What follows belongs to an exercise in optimizing a design on an open flow for small area and a short achievable clock period; a production flow would make more cautious choices. Function was checked by simulation only, so behaviour that the tests miss may differ from the original. Power and IR drop assume default switching activity.

// apb_diag_buffer
module apb_diag_buffer #(
   parameter int DEPTH = 64,
   parameter int CNT_W = $clog2(DEPTH) + 1
) (
   input  logic        pclk,
   input  logic        preset_n,
   input  logic [11:0] paddr,
   input  logic        psel,
   input  logic        penable,
   input  logic        pwrite,
   input  logic [31:0] pwdata,
   input  logic [3:0]  pstrb,
   output logic        pready,
   output logic [31:0] prdata,
   output logic        pslverr,
   input  logic        evt_valid,
   input  logic [31:0] evt_data,
   output logic        irq
);
   localparam int AW = $clog2(DEPTH);
   logic [7:0]       wlo_q, wlo_d;       
   logic [7:0]       whi_q, whi_d;       
   logic             acc_q, acc_d;       
   logic             popw_d;
   logic [DEPTH-1:0] rsel_q, rsel_d;     
   logic [CNT_W-1:0] count_q, count_d;
   logic [15:0]      drop_q, drop_d;
   logic             en_q, en_d;
   logic             ovwr_q, ovwr_d;
   logic [7:0]       thresh_q, thresh_d;
   logic             irq_q, irq_d;
   logic             popw_q;           
   logic             wrc_q;            
   logic             rdy_q, rdy_d;
   logic             err_q, err_d;
   logic [31:0]      rdata_d, rdhi_d;
   logic [31:0]      rdlo_n_q, rdhi_n_q;
   logic        access, wr_ctrl, clr;
   logic        full, do_pop;
   logic        push, grow, ovr, drop;
   logic        ram_we;
   logic [CNT_W-1:0] cnt_inc, cnt_dec;
   logic [15:0]      drop_inc;
   logic [31:0] ram_rdata_lo_n, ram_rdata_hi_n;
   logic [CNT_W-1:0] cnt_s;
   logic [15:0]      drop_s;
   logic             grow_s, drop_inc_s, empty_s, full_s;
   logic             a_ctrl, a_stat, a_drop, a_pop;
   logic [31:0]      regmux;
   assign access  = psel && penable;
   assign wr_ctrl = wrc_q;
   assign clr     = wr_ctrl && pstrb[0] && pwdata[CTRL_CLR];
   assign full    = count_q[CNT_W-1];
   assign do_pop  = popw_q;
   assign cnt_inc  = count_q + CNT_W'(1);
   assign cnt_dec  = count_q - CNT_W'(1);
   assign drop_inc = (drop_q == 16'hFFFF) ? drop_q : drop_q + 16'd1;
   assign push = en_q && evt_valid && !clr;
  ...
clock: 5.0 ns
lec_check: 0
cap_margin: 20
core_margin: 2
core_utilization: 60
cts_cluster_diameter: 100
cts_cluster_size: 24
place_density: 0.7
setup_slack_margin: 2.7
slew_margin: 20
synth_hierarchical: 1
standard.sh (not shown) runs the stock make flow with config.mk's settings and CLKGATE_MAP_FILE= SYNTH_SCRIPT=/design/flow/synth_recipe.tcl, a recipe that flattens the netlist after the stock synthesis.
==> flow/flow/run.sh <==
#!/bin/bash
# Layout flow: the standard flow (standard synthesis unchanged), with the
# port buffers inserted as buf_4 instead of the placer's default delay buffer.
set -euo pipefail
bash standard.sh "BUFFER_PORTS_ARGS=-buffer_cell sky130_fd_sc_hd__buf_4" finish > flow_make.log 2>&1
Then changed:
==> flow/flow/run.sh (replaced) <==
#!/bin/bash
# Layout flow: the standard flow (standard synthesis unchanged), with the
# port buffers inserted as buf_4 instead of the placer's default delay buffer,
# and clock tree synthesis without dummy loads.
set -euo pipefail
bash standard.sh "BUFFER_PORTS_ARGS=-buffer_cell sky130_fd_sc_hd__buf_4" \
   "CTS_ARGS=-sink_clustering_enable -repair_clock_nets -sink_clustering_size 24 -sink_clustering_max_diameter 100 -dont_use_dummy_load" \
   finish > flow_make.log 2>&1
The changed run finished clean.
Cell area goes down by about 0.4%.
Final cell count goes down by 1.3%.
Global-route usage is higher by 0.55 points.
Clock power goes down by 6.4%.
Via count barely changes.
Power went down by about 2%.

========
apb_diag_buffer, a different RTL version from the one above (not shown whole).
Size: ~120 I/O pins.
export LEC_CHECK = 0
export CAP_MARGIN = 20
export CORE_MARGIN = 2
export CORE_UTILIZATION = 65
export CTS_CLUSTER_DIAMETER = 100
export CTS_CLUSTER_SIZE = 24
export PLACE_DENSITY = 0.75
export SETUP_SLACK_MARGIN = 2.7
export SLEW_MARGIN = 20
export SYNTH_HIERARCHICAL = 1
create_clock -name core_clock -period 5.0 [get_ports {pclk}]
==> flow/flow/run.sh <==
#!/bin/bash
# Layout flow: the standard flow (standard synthesis unchanged), with the
# port buffers inserted as buf_4 instead of the placer's default delay buffer,
# and clock tree synthesis without dummy loads.
set -euo pipefail
bash standard.sh "BUFFER_PORTS_ARGS=-buffer_cell sky130_fd_sc_hd__buf_4" \
   "CTS_ARGS=-sink_clustering_enable -repair_clock_nets -sink_clustering_size 24 -sink_clustering_max_diameter 100 -dont_use_dummy_load" \
   finish > flow_make.log 2>&1
The first run completed with no timing, DRC or antenna violations.
Next try:
- CORE_UTILIZATION: 65 -> 60
- PLACE_DENSITY: 0.75 -> 0.7
- SETUP_SLACK_MARGIN: 2.7 -> 2.6
Effect: Utilization fell by 4.9 points. Final area rose by 0.75%. Register-to-register slack improves by 0.12 ns. Routed wire length rose by 7.7%. Flip-flop and latch count stays the same. Count of clock-buffer cells in the layout stays the same.
Next try:
==> flow/flow/run.sh (replaced) <==
#!/bin/bash
# Layout flow: the standard flow (standard synthesis unchanged), with the
# port buffers inserted as buf_4 instead of the placer's default delay buffer.
set -euo pipefail
bash standard.sh "BUFFER_PORTS_ARGS=-buffer_cell sky130_fd_sc_hd__buf_4" finish > flow_make.log 2>&1
- CTS_CLUSTER_SIZE: 24 -> 30
- SETUP_SLACK_MARGIN: 2.6 -> 2.7
Outcome:
- The changed run passed the timing, DRC and antenna checks
- count of clock-buffer cells in the layout grows by 47
- combinational power grows by about 1%
- routed wire length shrinks by 5.2%
- critical path depth grows by 5
- final cell count stays flat
- register-to-register slack gets better by 0.08 ns
- synthesized area does not change
- power shrinks by 0.71%
- global-route usage shrinks by 0.19 points
- hold slack gets better by 0.047 ns
Next try:
==> flow/flow/run.sh (replaced) <==
#!/bin/bash
# Layout flow: the standard flow (standard synthesis unchanged), with the
# port buffers inserted as buf_4 instead of the placer's default delay buffer,
# and clock tree synthesis without dummy loads.
set -euo pipefail
bash standard.sh "BUFFER_PORTS_ARGS=-buffer_cell sky130_fd_sc_hd__buf_4" \
   "CTS_ARGS=-sink_clustering_enable -repair_clock_nets -sink_clustering_size 24 -sink_clustering_max_diameter 100 -dont_use_dummy_load" \
   finish > flow_make.log 2>&1
- CTS_CLUSTER_SIZE: 30 -> 24
After rerunning: The new run finished with timing, DRC and antenna clean. Synthesized area does not change. Setup slack gets better by 0.0086 ns. Sequential power stays flat. Final area stays flat. Die area does not change. Routed wire length is higher by 1.1%. Utilization is higher by 0.19 points. Final cell count is lower by 0.61%.

static timing again, ports no longer ideal:
The flow's constraints put no driver on any port. The routed layouts listed below were extracted and timed again, unchanged, in two steps.
Step 1 (the two cells are an assumption about what drives the block):
set clk [get_ports {pclk}]
set_driving_cell -lib_cell sky130_fd_sc_hd__clkbuf_16 $clk
set_driving_cell -lib_cell sky130_fd_sc_hd__buf_2 [delete_from_list [all_inputs] $clk]
Step 2 adds t to the input delays and takes it off the output delays; t is the mean of the earliest and latest rising clock arrival at the registers after step 1. Input paths then give back, and output paths get back, about the clock's delay inside the block.
a / b / c = ideal / step 1 / step 2; a / b = the first two.
run	t, ns	setup slack, ns	hold WS [ns]	latest minus earliest clock arrival (ns)
the first run of note 1	0.826	2.326 / 2.326 / 1.967	0.302 / 0.264 / 0.458	0.051 / 0.050
the second run of note 1	0.810	2.406 / 2.406 / 2.021	0.319 / 0.278 / 0.434	0.083 / 0.083
the first run of note 2	0.781	2.363 / 2.363 / 1.675	0.335 / 0.290 / 0.457	0.086 / 0.085
the second run of note 2	0.810	2.482 / 2.482 / 1.908	0.212 / 0.177 / 0.455	0.069 / 0.069
the third run of note 2	0.786	2.560 / 2.556 / 1.949	0.259 / 0.225 / 0.447	0.032 / 0.033
the fourth run of note 2	0.799	2.569 / 2.536 / 1.985	0.247 / 0.212 / 0.457	0.062 / 0.062
After both steps setup and hold are still met in every run listed. For the first run of note 2, which loses most, drivers alone change the setup slack by 0.000 ns; drivers and shift together by -0.688 ns.
